From an optimization exercise on the open Yosys and OpenROAD flow, aimed at small area, a short achievable clock period and few clock cycles per item; shortcuts taken in it are not production practice.

==> flow/design.v <==
`timescale 1ns / 1ps
package epsm_pkg;
	localparam int MAX_PAT = 64;
	localparam int LEN_W   = $clog2(MAX_PAT) + 1;
	localparam int IDX_W   = 32;
	localparam int SYM_W   = 8;
	localparam logic [LEN_W-1:0] LEN_MAX = LEN_W'(MAX_PAT);
	localparam logic [1:0] FUNC_START  = 2'd0;
	localparam logic [1:0] FUNC_APPEND = 2'd1;
	localparam logic [1:0] FUNC_TEXT   = 2'd2;
	localparam logic [1:0] FUNC_NONE   = 2'd3;
endpackage
`timescale 1ns / 1ps
module exact_pattern_stream_matcher (
	input  logic                       clk,
	input  logic                       arst_n,
	input  logic                       in_valid,
	output logic                       in_stall,
	input  logic [1:0]                 func,
	input  logic [epsm_pkg::SYM_W-1:0] symbol,
	output logic                       out_valid,
	input  logic                       out_stall,
	output logic [epsm_pkg::IDX_W-1:0] match_start,
	output logic                       pattern_overflow
);
	localparam int N  = epsm_pkg::MAX_PAT;
	localparam int LW = epsm_pkg::LEN_W;
	localparam int PW = LW - 1;
	localparam int SW = epsm_pkg::SYM_W;
	localparam int IW = epsm_pkg::IDX_W;
	logic          in_stall_q;
	logic          ir_v;
	logic [1:0]    ir_f;
	logic [SW-1:0] ir_s;
	logic [SW-1:0] csym_q;     
	logic [SW-1:0] csymb_q;    
	logic [7:0]    smh_q, sml_q;  
	logic          gt_q;       
	logic          rc_q;       
	logic          gs_q;       
	logic          gw_q;       
	logic          gf_q;       
	logic          gv_q;       
	logic          xr_q;       
	logic          yr_q;       
	logic [SW-1:0] plast_q;    
	logic          len1_q;     
	logic          fill0_q;    
	logic          tok_q;      
	logic [PW-1:0] cyc_q;      
	logic [PW-1:0] zz_q;       
	logic [PW-1:0] sm_q;       
	logic [LW-1:0] len_q;
	logic [LW-1:0] fill_q;     
	logic [PW-1:0] tp_q;       
	logic          ovf_q;
	logic [IW-1:0] sc_q;       
	logic [SW-1:0] pat_q [N];
	logic [SW-1:0] txt_q [N];
	logic [N-1:0]  d_q;
	logic          v0, v1, block_q;
	logic [IW-1:0] st0, st1;
	logic          ov0, ov1;
	logic len0, len_full;
	assign len0     = (len_q == '0);
	assign len_full = (len_q == epsm_pkg::LEN_MAX);
	logic [N-1:0] oh_zz;
	always_comb begin
		for (int s = 0; s < N; s++) begin
			oh_zz[s] = (zz_q == PW'(s));
		end
	end
	logic         consume;
	logic [N-1:0] eq, d_step;
	assign consume = gt_q || rc_q;
	always_comb begin
		for (int s = 0; s < N; s++) begin
			eq[s] = (s < N / 2) ? (pat_q[s] == csym_q) : (pat_q[s] == ~csymb_q);
		end
		for (int s = 0; s < N; s++) begin
			d_step[s] = (d_q[s] || oh_zz[s]) && eq[(s + N - 1) % N];
		end
	end
	logic hit;
	logic [7:0] dsel_h;
	always_comb begin
		for (int h = 0; h < 8; h++) begin
			dsel_h[h] = smh_q[h] && |(d_q[8*h +: 8] & sml_q);
		end
	end
	assign hit = gt_q && !len0 && (len1_q || |dsel_h) && (plast_q == csym_q);
	logic [PW-1:0] cyc_d, zz_d, sm_d, tp_d;
	logic [LW-1:0] len_d, fill_d;
	logic [IW-1:0] sc_inc, sc_dec;
	assign cyc_d = cyc_q + PW'(1);
	assign zz_d  = gf_q ? PW'(1) : zz_q + PW'(1);
	assign sm_d  = gf_q ? PW'(1) : (gw_q ? sm_q : sm_q + PW'(1));
	assign tp_d  = gt_q ? cyc_d : tp_q;
	assign len_d = gs_q ? LW'(1) : (gw_q ? len_q + LW'(1) : len_q);
	assign fill_d = gs_q ? '0 : ((gt_q && !fill_q[LW-1]) ? fill_q + LW'(1) : fill_q);
	logic [7:0]    lo_c1, lo_c0, sc_lo_d;
	logic [IW-9:0] hi_c1, hi_c0;
	logic          lo_ff_q, lo_00_q;
	assign lo_c1[0] = 1'b1;
	assign lo_c0[0] = 1'b1;
	for (genvar i = 1; i < 8; i++) begin : g_lo
		assign lo_c1[i] = &sc_q[i-1:0];
		assign lo_c0[i] = ~|sc_q[i-1:0];
	end
	assign hi_c1[0] = 1'b1;
	assign hi_c0[0] = 1'b1;
	for (genvar i = 1; i < IW - 8; i++) begin : g_hi
		assign hi_c1[i] = &sc_q[8 +: i];
		assign hi_c0[i] = ~|sc_q[8 +: i];
	end
	assign sc_inc = {sc_q[IW-1:8] ^ (hi_c1 & {(IW-8){lo_ff_q}}), sc_q[7:0] ^ lo_c1};
	assign sc_dec = {sc_q[IW-1:8] ^ (hi_c0 & {(IW-8){lo_00_q}}), sc_q[7:0] ^ lo_c0};
	assign sc_lo_d = gs_q ? 8'h00 : (gv_q ? sc_q[7:0] : (gw_q ? sc_dec[7:0] : (gt_q ? sc_inc[7:0] : sc_q[7:0])));
	logic pop, v0_d, v1_d, block_d;
	assign pop     = v0 && !out_stall;
	assign v0_d    = v1 || hit || (v0 && !pop);
	assign v1_d    = v1 ? !pop : (v0 && !pop && hit);
	assign block_d = (v1 && !pop) || (v1 && gt_q) || (v0 && !pop && gt_q);
	logic          irv_d;
	logic [1:0]    irf_d;
	logic [SW-1:0] irs_d;
	assign irv_d = in_stall_q ? ir_v : in_valid;
	assign irf_d = in_stall_q ? ir_f : func;
	assign irs_d = in_stall_q ? ir_s : symbol;
	logic n_text, n_app, n_start;
	assign n_text  = irv_d && (irf_d == epsm_pkg::FUNC_TEXT);
	assign n_app   = irv_d && (irf_d == epsm_pkg::FUNC_APPEND);
	assign n_start = irv_d && (irf_d == epsm_pkg::FUNC_START);
	logic app_ok_d, len0_d, lenf_d, txt_ok_d, rc_d, gt_d, ga_d, wait_d;
	logic [PW-1:0] rlen;
	assign len0_d   = (len_d == '0);
	assign lenf_d   = (len_d == epsm_pkg::LEN_MAX);
	assign app_ok_d = len0_d || lenf_d || (sm_d == PW'(1));
	assign txt_ok_d = tok_q;
	assign rc_d     = n_text && !txt_ok_d && (xr_q || (rc_q && !yr_q));
	logic xr_d, yr_d;
	assign rlen = fill_q[LW-1] ? PW'(N - 1) : fill_q[PW-1:0];
	assign xr_d = !gt_q && !gs_q && (PW'(cyc_q + PW'(2)) == PW'(tp_q - rlen));
	assign yr_d = !gt_q && (PW'(cyc_q + PW'(2)) == tp_q);
	logic fill0_d, tok_d;
	assign fill0_d = gs_q || (fill0_q && !gt_q);
	assign tok_d   = n_start || (fill0_d && !gt_d) || gt_d || (rc_d && yr_d);
	assign gt_d     = n_text && txt_ok_d && !block_d;
	assign ga_d     = n_app && app_ok_d;
	assign wait_d   = (n_text && !gt_d) || (n_app && !app_ok_d);
	always_ff @(posedge clk or negedge arst_n) begin
		if (!arst_n) begin
			ir_v       <= 1'b0;
			gt_q       <= 1'b0;
			rc_q       <= 1'b0;
			gs_q       <= 1'b0;
			gw_q       <= 1'b0;
			gf_q       <= 1'b0;
			gv_q       <= 1'b0;
			xr_q       <= 1'b0;
			yr_q       <= 1'b0;
			len1_q     <= 1'b0;
			fill0_q    <= 1'b1;
			tok_q      <= 1'b1;
			cyc_q      <= '0;
			zz_q       <= '0;
			sm_q       <= '0;
			len_q      <= '0;
			fill_q     <= '0;
			tp_q       <= '0;
			ovf_q      <= 1'b0;
			sc_q       <= IW'(1);
			lo_ff_q    <= 1'b0;
			lo_00_q    <= 1'b0;
			v0         <= 1'b0;
			v1         <= 1'b0;
			block_q    <= 1'b0;
		end else begin
			ir_v       <= irv_d;
			gt_q       <= gt_d;
			rc_q       <= rc_d;
			gs_q       <= n_start;
			gw_q       <= n_start || (ga_d && !lenf_d);
			gf_q       <= n_start || (ga_d && len0_d);
			gv_q       <= ga_d && lenf_d;
			xr_q       <= xr_d;
			yr_q       <= yr_d;
			len1_q     <= (len_d == LW'(1));
			fill0_q    <= fill0_d;
			tok_q      <= tok_d;
			cyc_q      <= cyc_d;
			zz_q       <= zz_d;
			sm_q       <= sm_d;
			len_q      <= len_d;
			fill_q     <= fill_d;
			tp_q       <= tp_d;
			v0         <= v0_d;
			v1         <= v1_d;
			block_q    <= block_d;
			lo_ff_q    <= (sc_lo_d == 8'hff);
			lo_00_q    <= (sc_lo_d == 8'h00);
			if (gs_q) begin
				ovf_q <= 1'b0;
				sc_q  <= '0;
			end else if (gv_q) begin
				ovf_q <= 1'b1;
			end else if (gw_q) begin
				sc_q <= sc_dec;
			end else if (gt_q) begin
				sc_q <= sc_inc;
			end
		end
	end
	always_ff @(posedge clk) begin
		in_stall_q <= wait_d;
		ir_f   <= irf_d;
		ir_s   <= irs_d;
		csym_q <= rc_d ? txt_q[N-2] : irs_d;
		csymb_q <= ~(rc_d ? txt_q[N-2] : irs_d);
		for (int h = 0; h < 8; h++) begin
			smh_q[h] <= (sm_d[5:3] == 3'(h));
			sml_q[h] <= (sm_d[2:0] == 3'(h));
		end
		if (gw_q) begin
			plast_q <= ir_s;
		end
	end
	always_ff @(posedge clk) begin
		for (int s = 1; s < N; s++) begin
			pat_q[s] <= pat_q[s-1];
			txt_q[s] <= txt_q[s-1];
		end
		pat_q[0] <= gw_q ? ir_s : pat_q[N-1];
		txt_q[0] <= gt_q ? ir_s : txt_q[N-1];
	end
	always_ff @(posedge clk) begin
		d_q <= consume ? d_step : '0;
	end
	always_ff @(posedge clk) begin
		if (!v0 || pop) begin
			st0 <= v1 ? st1 : sc_q;
			ov0 <= v1 ? ov1 : ovf_q;
		end
		if (!v1) begin
			st1 <= sc_q;
			ov1 <= ovf_q;
		end
	end
	assign in_stall         = in_stall_q;
	assign out_valid        = v0;
	assign match_start      = st0;
	assign pattern_overflow = ov0;
endmodule
Settings: LEC_CHECK=0, CAP_MARGIN=20, CORE_MARGIN=2, CORE_UTILIZATION=60, CTS_CLUSTER_DIAMETER=80, CTS_CLUSTER_SIZE=28, PLACE_DENSITY=0.72, SETUP_SLACK_MARGIN=2.8, SLEW_MARGIN=20; clock period 5.0 ns.
run.sh (not shown) runs the stock make flow with config.mk's settings and CLKGATE_MAP_FILE= SYNTH_SCRIPT=/design/flow/synth_recipe.tcl, a recipe that flattens the netlist after the stock synthesis.
The starting point ran to the end with no violations.
Next try:
--- a/flow/config.mk
+++ b/flow/config.mk
@@ -10,2 +10,2 @@
-export CORE_UTILIZATION = 60
-export CTS_CLUSTER_DIAMETER = 80
+export CORE_UTILIZATION = 40
+export CTS_CLUSTER_DIAMETER = 100
@@ -13 +12,0 @@
-export PLACE_DENSITY = 0.72
=> Hold slack improves by 0.0035 ns; routed wire length is higher by 3.9%; global-route usage is lower by 6.7 points; clock skew is lower by 0.014 ns; cell area is higher by 1.6%.
No functional check of the RTL was part of any run of this note.

==> static timing again, ports no longer ideal <==
The results above use ideal ports. As a check the final layouts listed here were re-extracted and re-timed, cells and wires unchanged. Step 1 (the two cells are an assumption about what drives the block):
set clk [get_ports {clk}]
set_driving_cell -lib_cell sky130_fd_sc_hd__clkbuf_16 $clk
set_driving_cell -lib_cell sky130_fd_sc_hd__buf_2 [delete_from_list [all_inputs] $clk]
Step 2, shift: input delay + t, output delay - t, t = (earliest + latest rising clock arrival at the registers) / 2. This alone moves slack from input paths to output paths. Three values: ideal, step 1, step 2; two values: the first two.
run | t (ns) | slack for setup (ns) | hold slack, ns | worst data-port slew with drivers (ns)
the first run | 0.721 | 2.603 / 2.603 / 2.094 | 0.314 / 0.314 / 0.314 | 0.04
the second run | 0.712 | 2.667 / 2.667 / 2.167 | 0.317 / 0.317 / 0.317 | 0.07
After both steps every run listed still meets setup and hold. For the first run, which loses most, drivers alone change the setup slack by 0.000 ns; drivers and shift together by -0.509 ns.
